Source: an optimization exercise on an open RTL-to-GDS flow (aim: a short achievable clock period and few clock cycles per item). Production flows keep margins and buffers that such runs may drop.
The RTL was checked by simulation tests, not by an equivalence proof against the original design.
No activity file was given, so power comes from the tool's default toggle rates.

==> inputs of fjord <==
==> flow/design.v <==
`timescale 1ns/1ps
module alu_unit (
   input  logic [31:0] a,
   input  logic [31:0] b,
   input  logic        cin,
   input  logic        s_add,
   input  logic        s_slt,
   input  logic        s_sltu,
   input  logic        sdiff,    
   input  logic        a31,
   input  logic [31:0] oth,
   input  logic        s_sll,
   input  logic        s_srl,
   output logic [31:0] result
);
   logic [32:0] sum;
   logic        lt_s, lt_u;
   assign sum = {1'b0, a} + {1'b0, b} + {32'b0, cin};
   assign lt_u = !sum[32];
   assign lt_s = sdiff ? a31 : sum[31];
   assign result = (s_add ? sum[31:0] : 32'b0)
                 | {31'b0, (s_slt & lt_s) | (s_sltu & lt_u)}
                 | (s_sll ? (b << a[4:0]) : 32'b0)
                 | (s_srl ? (b >> a[4:0]) : 32'b0)
                 | oth;
endmodule
`timescale 1ns/1ps
module branch_resolve (
   input  logic        CLK,
   input  logic [1:0]  br_kind,
   input  logic [31:0] porta,
   input  logic [31:0] portb,
   input  logic [31:0] pcn,
   input  logic [31:0] imm,
   output logic        cond,
   output logic [31:0] target_q
);
   always_comb begin
      case (br_kind)
         2'd1:    cond = (porta == portb);
         2'd2:    cond = (porta != portb);
         2'd3:    cond = 1'b1;
         default: cond = 1'b0;
      endcase
   end
   always_ff @(posedge CLK) begin
      target_q <= pcn + {imm[29:0], 2'b00};
   end
endmodule
`timescale 1ns/1ps
`timescale 1ns/1ps
`timescale 1ns/1ps
module ex_mem_top (
   input  logic        CLK,
   input  logic        nRST,
   input  logic [3:0]  aluop,
   input  logic [31:0] porta,
   input  logic [31:0] portb,
   input  logic [31:0] imm,
   input  logic [31:0] pcn,
   input  logic [1:0]  br_kind,
   input  logic [1:0]  memtoreg,
   input  logic        regwrite,
   input  logic        memread,
   input  logic        memwrite,
   input  logic        halt,
   input  logic [4:0]  dest,
   output logic        ex_ready,
   output logic        branch_taken,
   output logic [31:0] branch_target,
   output logic        cyc,
   output logic        stb,
   output logic        we,
   output logic [31:0] adr,
   output logic [31:0] wdata,
   output logic [3:0]  sel,
   input  logic [31:0] rdata,
   input  logic        ack,
   output logic        retire_valid,
   output logic        retire_regwrite,
   output logic        retire_halt,
   output logic [4:0]  retire_dest,
   output logic [31:0] retire_data
);
   localparam int D    = 16;        
   localparam int AW   = 4;         
   localparam int OMAX = D;         
   logic        stage_q, squash_q, full_q, nogo_any_q, bt_q;
   logic        stage_n, squash_n, full_n;
   logic [AW:0] occ, occ_n;         
   logic        is_br, hand, cond_in, head_ok;
   logic        rv_q;
   logic [31:0] target_q;
   branch_resolve u_branch (
      .CLK      (CLK),
      .br_kind  (br_kind),
      .porta    (porta),
      .portb    (portb),
      .pcn      (pcn),
      .imm      (imm),
      .cond     (cond_in),
      .target_q (target_q)
   );
   assign is_br = br_kind[0] | br_kind[1];
   assign ex_ready = !((br_kind[0] | br_kind[1] | full_q) & nogo_any_q);
   assign hand = ex_ready;
   assign branch_taken = bt_q;
   assign branch_target = target_q;
   assign stage_n = hand ? 1'b0 : (stage_q | (is_br & !squash_q));
   assign squash_n = hand ? bt_q : squash_q;
   assign occ_n = occ + {{AW{1'b0}}, hand} - {{AW{1'b0}}, rv_q};
   assign full_n = (occ >= (AW+1)'(OMAX - 1));
   always_ff @(posedge CLK, negedge nRST) begin
      if (!nRST) begin
         stage_q <= 1'b0;
         squash_q <= 1'b0;
         full_q <= 1'b0;
         nogo_any_q <= 1'b1;
         bt_q <= 1'b0;
         occ <= '0;
      end else begin
         stage_q <= stage_n;
         squash_q <= squash_n;
         full_q <= full_n;
         nogo_any_q <= full_n | !(stage_n | squash_n);
         bt_q <= !full_n & stage_n & cond_in;
         occ <= occ_n;
      end
   end
   logic        v1;
   logic [31:0] a1, b1, oth1, pcn1, wd1;
   logic        cin1, s_add1, s_slt1, s_sltu1, sdiff1, s_sll1, s_srl1;
   logic        rw1, halt1, mem1, we1, ld1, pcsel1;
   logic [4:0]  dest1;
   logic [31:0] bsel, logic_r;
   logic        sub_in, mem_in;
   assign mem_in = memread | memwrite;
   assign bsel = mem_in ? imm : portb;
   assign sub_in = (aluop == 4'd1) || (aluop == 4'd8) || (aluop == 4'd9);
   always_comb begin
      case (aluop)
         4'd2:    logic_r = porta & bsel;
         4'd3:    logic_r = porta | bsel;
         4'd4:    logic_r = porta ^ bsel;
         4'd5:    logic_r = ~(porta | bsel);
         default: logic_r = '0;
      endcase
   end
   always_ff @(posedge CLK) begin
      a1      <= porta;
      b1      <= sub_in ? ~bsel : bsel;
      cin1    <= sub_in;
      s_add1  <= (aluop == 4'd0) || (aluop == 4'd1);
      s_slt1  <= (aluop == 4'd8);
      s_sltu1 <= (aluop == 4'd9);
      sdiff1  <= porta[31] ^ bsel[31];
      oth1    <= logic_r;
      s_sll1  <= (aluop == 4'd6);
      s_srl1  <= (aluop == 4'd7);
      pcn1    <= pcn;
      wd1     <= portb;
      rw1     <= regwrite & !squash_q;
      halt1   <= halt & !squash_q;
      mem1    <= mem_in & !squash_q;
      we1     <= memwrite;
      ld1     <= (memtoreg == 2'd1);
      pcsel1  <= (memtoreg == 2'd2);
      dest1   <= dest;
   end
   logic [31:0] res1;
   alu_unit u_alu (
      .a      (a1),
      .b      (b1),
      .cin    (cin1),
      .s_add  (s_add1),
      .s_slt  (s_slt1),
      .s_sltu (s_sltu1),
      .sdiff  (sdiff1),
      .a31    (a1[31]),
      .oth    (oth1),
      .s_sll  (s_sll1),
      .s_srl  (s_srl1),
      .result (res1)
   );
   logic        v2;
   logic [31:0] res2, data2, wd2;
   logic        rw2, halt2, mem2, we2, ld2;
   logic [4:0]  dest2;
   always_ff @(posedge CLK, negedge nRST) begin
      if (!nRST) begin
         v1 <= 1'b0;
         v2 <= 1'b0;
      end else begin
         v1 <= hand;
         v2 <= v1;
      end
   end
   always_ff @(posedge CLK) begin
      res2  <= res1;
      data2 <= pcsel1 ? pcn1 : res1;
      wd2   <= wd1;
      rw2   <= rw1;
      halt2 <= halt1;
      mem2  <= mem1;
      we2   <= we1;
      ld2   <= ld1;
      dest2 <= dest1;
   end
   logic [31:0] q_data [D];
   logic [4:0]  q_dest [D];
   logic        q_rw [D], q_halt [D], q_mem [D], q_ld [D], q_done [D];
   logic [D-1:0] q_val;
   logic [AW-1:0] wp, rp;
   logic        cyc_q, we_q, ld_q;
   logic [31:0] adr_q, wdata_q;
   logic [AW-1:0] idx_q;
   logic [31:0] m_adr [D], m_wd [D];
   logic        m_we [D], m_ld [D];
   logic [AW-1:0] m_idx [D];
   logic [AW-1:0] mwp, mrp;
   logic [AW:0]   mcnt;
   logic          mq_empty;
   logic ackd, bus_free, push_m, pop_m;
   assign ackd = cyc_q & ack;
   assign bus_free = !cyc_q || ack;
   assign push_m = v2 && mem2;
   assign pop_m = bus_free && (!mq_empty || push_m);
   assign head_ok = q_val[rp] && (!q_mem[rp] || q_done[rp] || ackd);
   always_ff @(posedge CLK, negedge nRST) begin
      if (!nRST) begin
         wp <= '0;
         rp <= '0;
         q_val <= '0;
         mwp <= '0;
         mrp <= '0;
         mcnt <= '0;
         mq_empty <= 1'b1;
         cyc_q <= 1'b0;
         we_q <= 1'b0;
      end else begin
         if (v2) wp <= wp + 1'b1;
         if (head_ok) rp <= rp + 1'b1;
         for (int i = 0; i < D; i++) begin
            if (v2 && wp == AW'(i)) q_val[i] <= 1'b1;
            else if (head_ok && rp == AW'(i)) q_val[i] <= 1'b0;
         end
         if (push_m) mwp <= mwp + 1'b1;
         if (pop_m) mrp <= mrp + 1'b1;
         mcnt <= mcnt + {{AW{1'b0}}, push_m} - {{AW{1'b0}}, pop_m};
         mq_empty <= (mcnt + {{AW{1'b0}}, push_m} - {{AW{1'b0}}, pop_m}) == '0;
         if (bus_free) begin
            if (!mq_empty) begin
               cyc_q <= 1'b1;
               we_q <= m_we[mrp];
            end else if (push_m) begin
               cyc_q <= 1'b1;
               we_q <= we2;
            end else begin
               cyc_q <= 1'b0;
               we_q <= 1'b0;
            end
         end
      end
   end
   always_ff @(posedge CLK) begin
      if (bus_free) begin
         if (!mq_empty) begin
            adr_q <= m_adr[mrp];
            wdata_q <= m_wd[mrp];
            ld_q <= m_ld[mrp];
            idx_q <= m_idx[mrp];
         end else begin
            adr_q <= res2;
            wdata_q <= wd2;
            ld_q <= ld2;
            idx_q <= wp;
         end
      end
      if (push_m) begin
         m_adr[mwp] <= res2;
         m_wd[mwp] <= wd2;
         m_we[mwp] <= we2;
         m_ld[mwp] <= ld2;
         m_idx[mwp] <= wp;
      end
   end
   always_ff @(posedge CLK) begin
      for (int i = 0; i < D; i++) begin
         if (v2 && wp == AW'(i)) begin
            q_data[i] <= data2;
            q_dest[i] <= dest2;
            q_rw[i]   <= rw2;
            q_halt[i] <= halt2;
            q_mem[i]  <= mem2;
            q_ld[i]   <= ld2;
            q_done[i] <= 1'b0;
         end else if (ackd && idx_q == AW'(i)) begin
            q_done[i] <= 1'b1;
            if (ld_q) q_data[i] <= rdata;
         end
      end
   end
   logic rrw_q, rh_q;
   logic [4:0] rdest_q;
   logic [31:0] rdata_q;
   always_ff @(posedge CLK, negedge nRST) begin
      if (!nRST) begin
         rv_q <= 1'b0;
         rrw_q <= 1'b0;
         rh_q <= 1'b0;
      end else begin
         rv_q <= head_ok;
         rrw_q <= head_ok && q_rw[rp];
         rh_q <= head_ok && q_halt[rp];
      end
   end
   always_ff @(posedge CLK) begin
      rdest_q <= q_dest[rp];
      rdata_q <= (q_ld[rp] && q_mem[rp] && !q_done[rp]) ? rdata : q_data[rp];
   end
   assign cyc = cyc_q;
   assign stb = cyc_q;
   assign we = we_q;
   assign adr = adr_q;
   assign wdata = wdata_q;
   assign sel = 4'hf;
   assign retire_valid = rv_q;
   assign retire_regwrite = rrw_q;
   assign retire_halt = rh_q;
   assign retire_dest = rdest_q;
   assign retire_data = rdata_q;
endmodule
==> flow/run.sh <==
#!/bin/bash
# synth_recipe.tcl (not shown) runs the flow's synth.tcl, then flattens the netlist and writes it again
# the make line also repeats each setting of config.mk as NAME=value (left out here)
make -C /OpenROAD-flow-scripts/flow DESIGN_CONFIG=/design/flow/config.mk WORK_HOME=/design/flow/orfs CLKGATE_MAP_FILE= SYNTH_SCRIPT=/design/flow/synth_recipe.tcl finish
==> flow/config.mk <==
export PLATFORM = sky130hd
export DESIGN_NAME = ex_mem_top
export DESIGN_NICKNAME = ex_mem_top
export VERILOG_FILES = /design/flow/design.v
export SDC_FILE = /design/flow/constraint.sdc
export NUM_CORES = 4
export LEC_CHECK = 0
export ABC_CLOCK_PERIOD_IN_PS = 2300
export CAP_MARGIN = 20
export CORE_MARGIN = 2
export CORE_UTILIZATION = 55
export PLACE_DENSITY = 0.7
export SETUP_SLACK_MARGIN = 4.2
export SLEW_MARGIN = 20
export TNS_END_PERCENT = 100
==> flow/constraint.sdc <==
create_clock -name core_clock -period 6.5 [get_ports {CLK}]
set_input_delay 1.3000 -clock core_clock [delete_from_list [all_inputs] [get_ports {CLK}]]
set_output_delay 1.3000 -clock core_clock [all_outputs]
set_load 0.01 [all_outputs]
==> maple (differences from fjord) <==
==> flow/design.v (replaced) <==
`timescale 1ns/1ps
module alu_unit (
   input  logic [31:0] a,
   input  logic [31:0] b,
   input  logic        cin,
   input  logic        s_add,
   input  logic        s_slt,
   input  logic        s_sltu,
   input  logic        sdiff,    
   input  logic        a31,
   input  logic [31:0] oth,
   output logic [31:0] result
);
   logic [32:0] sum;
   logic        lt_s, lt_u;
   assign sum = {1'b0, a} + {1'b0, b} + {32'b0, cin};
   assign lt_u = !sum[32];
   assign lt_s = sdiff ? a31 : sum[31];
   assign result = (s_add ? sum[31:0] : 32'b0)
                 | {31'b0, (s_slt & lt_s) | (s_sltu & lt_u)}
                 | oth;
endmodule
`timescale 1ns/1ps
module branch_resolve (
   input  logic        CLK,
   input  logic        nRST,
   input  logic [1:0]  br_kind,
   input  logic [31:0] porta,
   input  logic [31:0] portb,
   input  logic [31:0] pcn,
   input  logic [31:0] imm,
   input  logic        hand,
   input  logic        full,
   output logic        stage_q,
   output logic        cond_q,
   output logic        squash_q,
   output logic [31:0] target_q
);
   logic cond;
   always_comb begin
      case (br_kind)
         2'd1:    cond = (porta == portb);
         2'd2:    cond = (porta != portb);
         2'd3:    cond = 1'b1;
         default: cond = 1'b0;
      endcase
   end
   always_ff @(posedge CLK, negedge nRST) begin
      if (!nRST) begin
         stage_q <= 1'b0;
         squash_q <= 1'b0;
      end else if (hand) begin
         stage_q <= 1'b0;
         squash_q <= stage_q && cond_q && !full;
      end else if ((br_kind != 2'd0) && !squash_q && !stage_q) begin
         stage_q <= 1'b1;
      end
   end
   always_ff @(posedge CLK) begin
      if (!stage_q) begin
         cond_q <= cond;
         target_q <= pcn + {imm[29:0], 2'b00};
      end
   end
endmodule
`timescale 1ns/1ps
`timescale 1ns/1ps
`timescale 1ns/1ps
module ex_mem_top (
   input  logic        CLK,
   input  logic        nRST,
   input  logic [3:0]  aluop,
   input  logic [31:0] porta,
   input  logic [31:0] portb,
   input  logic [31:0] imm,
   input  logic [31:0] pcn,
   input  logic [1:0]  br_kind,
   input  logic [1:0]  memtoreg,
   input  logic        regwrite,
   input  logic        memread,
   input  logic        memwrite,
   input  logic        halt,
   input  logic [4:0]  dest,
   output logic        ex_ready,
   output logic        branch_taken,
   output logic [31:0] branch_target,
   output logic        cyc,
   output logic        stb,
   output logic        we,
   output logic [31:0] adr,
   output logic [31:0] wdata,
   output logic [3:0]  sel,
   input  logic [31:0] rdata,
   input  logic        ack,
   output logic        retire_valid,
   output logic        retire_regwrite,
   output logic        retire_halt,
   output logic [4:0]  retire_dest,
   output logic [31:0] retire_data
);
   localparam int D  = 8;           
   localparam int AW = 3;            
   logic        stage_q, cond_q, squash_q, full_q;
   logic [31:0] target_q;
   logic        is_br, hand;
   branch_resolve u_branch (
      .CLK      (CLK),
      .nRST     (nRST),
      .br_kind  (br_kind),
      .porta    (porta),
      .portb    (portb),
      .pcn      (pcn),
      .imm      (imm),
      .hand     (hand),
      .full     (full_q),
      .stage_q  (stage_q),
      .cond_q   (cond_q),
      .squash_q (squash_q),
      .target_q (target_q)
   );
   assign is_br = br_kind[0] | br_kind[1];
   assign ex_ready = !full_q && (!is_br || stage_q || squash_q);
   assign hand = ex_ready;
   assign branch_taken = stage_q && cond_q && !full_q;
   assign branch_target = target_q;
   logic        v1;
   logic [31:0] a1, b1, oth1, pcn1, wd1;
   logic        cin1, s_add1, s_slt1, s_sltu1, sdiff1;
   logic        rw1, halt1, mem1, we1, ld1, pcsel1;
   logic [4:0]  dest1;
   logic [31:0] bsel, logic_r, shift_r;
   logic        sub_in, mem_in;
   assign mem_in = memread | memwrite;
   assign bsel = mem_in ? imm : portb;
   assign sub_in = (aluop == 4'd1) || (aluop == 4'd8) || (aluop == 4'd9);
   always_comb begin
      case (aluop)
         4'd2:    logic_r = porta & bsel;
         4'd3:    logic_r = porta | bsel;
         4'd4:    logic_r = porta ^ bsel;
         4'd5:    logic_r = ~(porta | bsel);
         default: logic_r = '0;
      endcase
      case (aluop)
         4'd6:    shift_r = bsel << porta[4:0];
         4'd7:    shift_r = bsel >> porta[4:0];
         default: shift_r = '0;
      endcase
   end
   always_ff @(posedge CLK, negedge nRST) begin
      if (!nRST) v1 <= 1'b0;
      else       v1 <= hand;
   end
   always_ff @(posedge CLK) begin
      a1      <= porta;
      b1      <= sub_in ? ~bsel : bsel;
      cin1    <= sub_in;
      s_add1  <= (aluop == 4'd0) || (aluop == 4'd1);
      s_slt1  <= (aluop == 4'd8);
      s_sltu1 <= (aluop == 4'd9);
      sdiff1  <= porta[31] ^ bsel[31];
      oth1    <= logic_r | shift_r;
      pcn1    <= pcn;
      wd1     <= portb;
      rw1     <= regwrite & !squash_q;
      halt1   <= halt & !squash_q;
      mem1    <= mem_in & !squash_q;
      we1     <= memwrite;
      ld1     <= (memtoreg == 2'd1);
      pcsel1  <= (memtoreg == 2'd2);
      dest1   <= dest;
   end
   logic [31:0] res1, data1;
   alu_unit u_alu (
      .a      (a1),
      .b      (b1),
      .cin    (cin1),
      .s_add  (s_add1),
      .s_slt  (s_slt1),
      .s_sltu (s_sltu1),
      .sdiff  (sdiff1),
      .a31    (a1[31]),
      .oth    (oth1),
      .result (res1)
   );
   assign data1 = pcsel1 ? pcn1 : res1;
   logic [31:0] q_data [D];
   logic [4:0]  q_dest [D];
   logic        q_rw [D], q_halt [D], q_mem [D], q_ld [D], q_done [D];
   logic [AW-1:0] wp, rp;
   logic [AW:0]   cnt, cnt_next;
   logic        cyc_q, we_q, ld_q;
   logic [31:0] adr_q, wdata_q;
   logic [AW-1:0] idx_q;
   logic [31:0] m_adr [D], m_wd [D];
   logic        m_we [D], m_ld [D];
   logic [AW-1:0] m_idx [D];
   logic [AW-1:0] mwp, mrp;
   logic [AW:0]   mcnt;
   logic ackd, bus_free, head_ok, push_m, pop_m, load_s1;
   assign ackd = cyc_q & ack;
   assign bus_free = !cyc_q || ack;
   assign pop_m = bus_free && (mcnt != 0);
   assign load_s1 = bus_free && (mcnt == 0) && v1 && mem1;
   assign push_m = v1 && mem1 && !load_s1;
   assign head_ok = (cnt != 0) && (!q_mem[rp] || q_done[rp] || ackd);
   assign cnt_next = cnt + {{AW{1'b0}}, v1} - {{AW{1'b0}}, head_ok};
   always_ff @(posedge CLK, negedge nRST) begin
      if (!nRST) begin
         wp <= '0;
         rp <= '0;
         cnt <= '0;
         full_q <= 1'b0;
         mwp <= '0;
         mrp <= '0;
         mcnt <= '0;
         cyc_q <= 1'b0;
         we_q <= 1'b0;
      end else begin
         if (v1) wp <= wp + 1'b1;
         if (head_ok) rp <= rp + 1'b1;
         cnt <= cnt_next;
         full_q <= ({1'b0, cnt_next} + {{(AW+1){1'b0}}, hand}) >= (AW+2)'(D);
         if (push_m) mwp <= mwp + 1'b1;
         if (pop_m) mrp <= mrp + 1'b1;
         mcnt <= mcnt + {{AW{1'b0}}, push_m} - {{AW{1'b0}}, pop_m};
         if (bus_free) begin
            if (pop_m) begin
               cyc_q <= 1'b1;
               we_q <= m_we[mrp];
            end else if (load_s1) begin
               cyc_q <= 1'b1;
               we_q <= we1;
            end else begin
               cyc_q <= 1'b0;
               we_q <= 1'b0;
            end
         end
      end
   end
   always_ff @(posedge CLK) begin
      if (bus_free) begin
         if (pop_m) begin
            adr_q <= m_adr[mrp];
            wdata_q <= m_wd[mrp];
            ld_q <= m_ld[mrp];
            idx_q <= m_idx[mrp];
         end else begin
            adr_q <= res1;
            wdata_q <= wd1;
            ld_q <= ld1;
            idx_q <= wp;
         end
      end
      if (push_m) begin
         m_adr[mwp] <= res1;
         m_wd[mwp] <= wd1;
         m_we[mwp] <= we1;
         m_ld[mwp] <= ld1;
         m_idx[mwp] <= wp;
      end
   end
   always_ff @(posedge CLK) begin
      for (int i = 0; i < D; i++) begin
         if (v1 && wp == AW'(i)) begin
            q_data[i] <= data1;
            q_dest[i] <= dest1;
            q_rw[i]   <= rw1;
            q_halt[i] <= halt1;
            q_mem[i]  <= mem1;
            q_ld[i]   <= ld1;
            q_done[i] <= 1'b0;
         end else if (ackd && idx_q == AW'(i)) begin
            q_done[i] <= 1'b1;
            if (ld_q) q_data[i] <= rdata;
         end
      end
   end
   logic rv_q, rrw_q, rh_q;
   logic [4:0] rdest_q;
   logic [31:0] rdata_q;
   always_ff @(posedge CLK, negedge nRST) begin
      if (!nRST) begin
         rv_q <= 1'b0;
         rrw_q <= 1'b0;
         rh_q <= 1'b0;
      end else begin
         rv_q <= head_ok;
         rrw_q <= head_ok && q_rw[rp];
         rh_q <= head_ok && q_halt[rp];
      end
   end
   always_ff @(posedge CLK) begin
      rdest_q <= q_dest[rp];
      rdata_q <= (q_ld[rp] && q_mem[rp] && !q_done[rp]) ? rdata : q_data[rp];
   end
   assign cyc = cyc_q;
   assign stb = cyc_q;
   assign we = we_q;
   assign adr = adr_q;
   assign wdata = wdata_q;
   assign sel = 4'hf;
   assign retire_valid = rv_q;
   assign retire_regwrite = rrw_q;
   assign retire_halt = rh_q;
   assign retire_dest = rdest_q;
   assign retire_data = rdata_q;
endmodule
==> flow/config.mk (replaced) <==
export PLATFORM = sky130hd
export DESIGN_NAME = ex_mem_top
export DESIGN_NICKNAME = ex_mem_top
export VERILOG_FILES = /design/flow/design.v
export SDC_FILE = /design/flow/constraint.sdc
export NUM_CORES = 4
export LEC_CHECK = 0
export ABC_CLOCK_PERIOD_IN_PS = 3000
export CAP_MARGIN = 20
export CORE_MARGIN = 2
export CORE_UTILIZATION = 40
export SETUP_SLACK_MARGIN = 3.5
export SLEW_MARGIN = 20
export TNS_END_PERCENT = 100
==> onyx (differences from fjord) <==
--- a/flow/design.v
+++ b/flow/design.v
@@ -4,4 +4,18 @@
    input  logic [31:0] b,
    input  logic        cin,
+   input  logic [31:0] oth,
+   input  logic        s_sll,
+   input  logic        s_srl,
+   output logic [32:0] sum,
+   output logic [31:0] so
+);
+   assign sum = {1'b0, a} + {1'b0, b} + {32'b0, cin};
+   assign so = (s_sll ? (b << a[4:0]) : 32'b0)
+             | (s_srl ? (b >> a[4:0]) : 32'b0)
+             | oth;
+endmodule
+module alu_merge (
+   input  logic [32:0] sum,
+   input  logic [31:0] so,
    input  logic        s_add,
    input  logic        s_slt,
@@ -9,19 +23,12 @@
    input  logic        sdiff,    
    input  logic        a31,
-   input  logic [31:0] oth,
-   input  logic        s_sll,
-   input  logic        s_srl,
    output logic [31:0] result
 );
-   logic [32:0] sum;
-   logic        lt_s, lt_u;
-   assign sum = {1'b0, a} + {1'b0, b} + {32'b0, cin};
+   logic lt_s, lt_u;
    assign lt_u = !sum[32];
    assign lt_s = sdiff ? a31 : sum[31];
    assign result = (s_add ? sum[31:0] : 32'b0)
                  | {31'b0, (s_slt & lt_s) | (s_sltu & lt_u)}
-                 | (s_sll ? (b << a[4:0]) : 32'b0)
-                 | (s_srl ? (b >> a[4:0]) : 32'b0)
-                 | oth;
+                 | so;
 endmodule
 `timescale 1ns/1ps
@@ -104,5 +111,5 @@
    assign is_br = br_kind[0] | br_kind[1];
    assign ex_ready = !((br_kind[0] | br_kind[1] | full_q) & nogo_any_q);
-   assign hand = ex_ready;
+   assign hand = !full_q && (!is_br || stage_q || squash_q);
    assign branch_taken = bt_q;
    assign branch_target = target_q;
@@ -168,21 +175,20 @@
       dest1   <= dest;
    end
-   logic [31:0] res1;
+   logic [32:0] sum1;
+   logic [31:0] so1;
    alu_unit u_alu (
       .a      (a1),
       .b      (b1),
       .cin    (cin1),
-      .s_add  (s_add1),
-      .s_slt  (s_slt1),
-      .s_sltu (s_sltu1),
-      .sdiff  (sdiff1),
-      .a31    (a1[31]),
       .oth    (oth1),
       .s_sll  (s_sll1),
       .s_srl  (s_srl1),
-      .result (res1)
+      .sum    (sum1),
+      .so     (so1)
    );
    logic        v2;
-   logic [31:0] res2, data2, wd2;
+   logic [32:0] sum2;
+   logic [31:0] so2, pcn2, res2, data2, wd2;
+   logic        s_add2, s_slt2, s_sltu2, sdiff2, a31_2, pcsel2;
    logic        rw2, halt2, mem2, we2, ld2;
    logic [4:0]  dest2;
@@ -197,6 +203,13 @@
    end
    always_ff @(posedge CLK) begin
-      res2  <= res1;
-      data2 <= pcsel1 ? pcn1 : res1;
+      sum2    <= sum1;
+      so2     <= so1;
+      s_add2  <= s_add1;
+      s_slt2  <= s_slt1;
+      s_sltu2 <= s_sltu1;
+      sdiff2  <= sdiff1;
+      a31_2   <= a1[31];
+      pcn2    <= pcn1;
+      pcsel2  <= pcsel1;
       wd2   <= wd1;
       rw2   <= rw1;
@@ -207,8 +220,19 @@
       dest2 <= dest1;
    end
+   alu_merge u_merge (
+      .sum    (sum2),
+      .so     (so2),
+      .s_add  (s_add2),
+      .s_slt  (s_slt2),
+      .s_sltu (s_sltu2),
+      .sdiff  (sdiff2),
+      .a31    (a31_2),
+      .result (res2)
+   );
+   assign data2 = pcsel2 ? pcn2 : res2;
    logic [31:0] q_data [D];
    logic [4:0]  q_dest [D];
-   logic        q_rw [D], q_halt [D], q_mem [D], q_ld [D], q_done [D];
-   logic [D-1:0] q_val;
+   logic        q_rw [D], q_halt [D];
+   logic [D-1:0] q_rdy;             
    logic [AW-1:0] wp, rp;
    logic        cyc_q, we_q, ld_q;
@@ -226,10 +250,10 @@
    assign push_m = v2 && mem2;
    assign pop_m = bus_free && (!mq_empty || push_m);
-   assign head_ok = q_val[rp] && (!q_mem[rp] || q_done[rp] || ackd);
+   assign head_ok = q_rdy[rp];
    always_ff @(posedge CLK, negedge nRST) begin
       if (!nRST) begin
          wp <= '0;
          rp <= '0;
-         q_val <= '0;
+         q_rdy <= '0;
          mwp <= '0;
          mrp <= '0;
@@ -242,6 +266,7 @@
          if (head_ok) rp <= rp + 1'b1;
          for (int i = 0; i < D; i++) begin
-            if (v2 && wp == AW'(i)) q_val[i] <= 1'b1;
-            else if (head_ok && rp == AW'(i)) q_val[i] <= 1'b0;
+            if (v2 && wp == AW'(i)) q_rdy[i] <= !mem2;
+            else if (ackd && idx_q == AW'(i)) q_rdy[i] <= 1'b1;
+            else if (head_ok && rp == AW'(i)) q_rdy[i] <= 1'b0;
          end
          if (push_m) mwp <= mwp + 1'b1;
@@ -292,10 +317,6 @@
             q_rw[i]   <= rw2;
             q_halt[i] <= halt2;
-            q_mem[i]  <= mem2;
-            q_ld[i]   <= ld2;
-            q_done[i] <= 1'b0;
-         end else if (ackd && idx_q == AW'(i)) begin
-            q_done[i] <= 1'b1;
-            if (ld_q) q_data[i] <= rdata;
+         end else if (ackd && ld_q && idx_q == AW'(i)) begin
+            q_data[i] <= rdata;
          end
       end
@@ -317,5 +338,5 @@
    always_ff @(posedge CLK) begin
       rdest_q <= q_dest[rp];
-      rdata_q <= (q_ld[rp] && q_mem[rp] && !q_done[rp]) ? rdata : q_data[rp];
+      rdata_q <= q_data[rp];
    end
    assign cyc = cyc_q;
==> results.txt <==
Run status: maple no timing/DRC/antenna violations; fjord no timing/DRC/antenna violations; onyx no timing/DRC/antenna violations
Synthesis warning total: maple 9; fjord 9; onyx 6
Simple-gate portion of the synthesized area: maple 6.78%; fjord 7.66%; onyx 5.02%
WL/cell: maple 28.6 um; fjord 36.0 um; onyx 38.6 um
Wire length of the first global-routing pass: maple 264 mm; fjord 485 mm; onyx 480 mm
Mapped Area: maple 55400 sq um; fjord 96100 sq um; onyx 93900 sq um
Number of buffers and inverters on the critical path: maple 12; fjord 2; onyx 2
Largest net degree at the start of global routing: maple 109; fjord 61; onyx 68
Final critical-path share of the clock period: maple 53.4%; fjord 47.4%; onyx 47.0%
GRT met3 Usage: maple 5.30%; fjord 10.4%; onyx 13.1%
N_taps: maple 1794; fjord 2325; onyx 2218
Final core area utilization: maple 51.3%; fjord 69.3%; onyx 70.1%
Combinational Power: maple 9600 uW; fjord 19000 uW; onyx 19200 uW
End point of the critical path: maple rp[2]; fjord ex_ready; onyx ex_ready
Inserted Clock Buffers: maple 135; fjord 221; onyx 219
Sequential cells: maple 1231; fjord 2267; onyx 2258
Number of gates given a new drive strength after cts: maple 593; fjord 1705; onyx 1734
Met1 usage: maple 35.3%; fjord 49.5%; onyx 49.7%
Fraction of registers with async set/reset: maple 2.36%; fjord 2.43%; onyx 2.44%
Worst Max-Slew Pin Slew: maple 1.19 ns; fjord 1.11 ns; onyx 1.12 ns
Synthesized-area fraction occupied by ao, oa, aoi and oai cells: maple 10.7%; fjord 6.41%; onyx 8.94%
Overall Global Routing Usage: maple 25.9%; fjord 38.7%; onyx 39.7%
Clock buffers: maple 195; fjord 303; onyx 305
Testbench counts of fjord, summed over its fixed seeds: cycles 184,091, items 160,000.
Testbench counts of maple, summed over its fixed seeds: cycles 184,260, items 160,000.
Testbench counts of onyx, summed over its fixed seeds: cycles 184,104, items 160,000.

-- static timing again, ports no longer ideal --
The flow's constraints put no driver on any port. The routed layouts listed below were extracted and timed again, unchanged, in two steps. Step 1 sets driving cells, clkbuf_16 on the clock port and buf_2 on the other inputs (assumed; they add their load-dependent delay and slew). Step 2, shift: input delay + t, output delay - t, t = (earliest + latest rising clock arrival at the registers) / 2. This alone moves slack from input paths to output paths. Slacks: no drivers / after step 1 / after step 2; pairs: no drivers / after step 1.
run	t (ns)	setup WS [ns]	hold slack, ns	clock arrival spread, ns	pins driven straight from the clock port
fjord	0.974	3.418 / 3.379 / 2.902	0.324 / 0.324 / 0.324	0.070 / 0.069	1
maple	0.859	3.028 / 3.028 / 2.474	0.475 / 0.475 / 0.475	0.045 / 0.045	1
onyx	0.972	3.442 / 3.390 / 2.876	0.229 / 0.166 / 0.320	0.055 / 0.056	1
After both steps setup and hold are still met in every run listed. For onyx, which loses most, drivers alone change the setup slack by -0.052 ns; drivers and shift together by -0.566 ns.
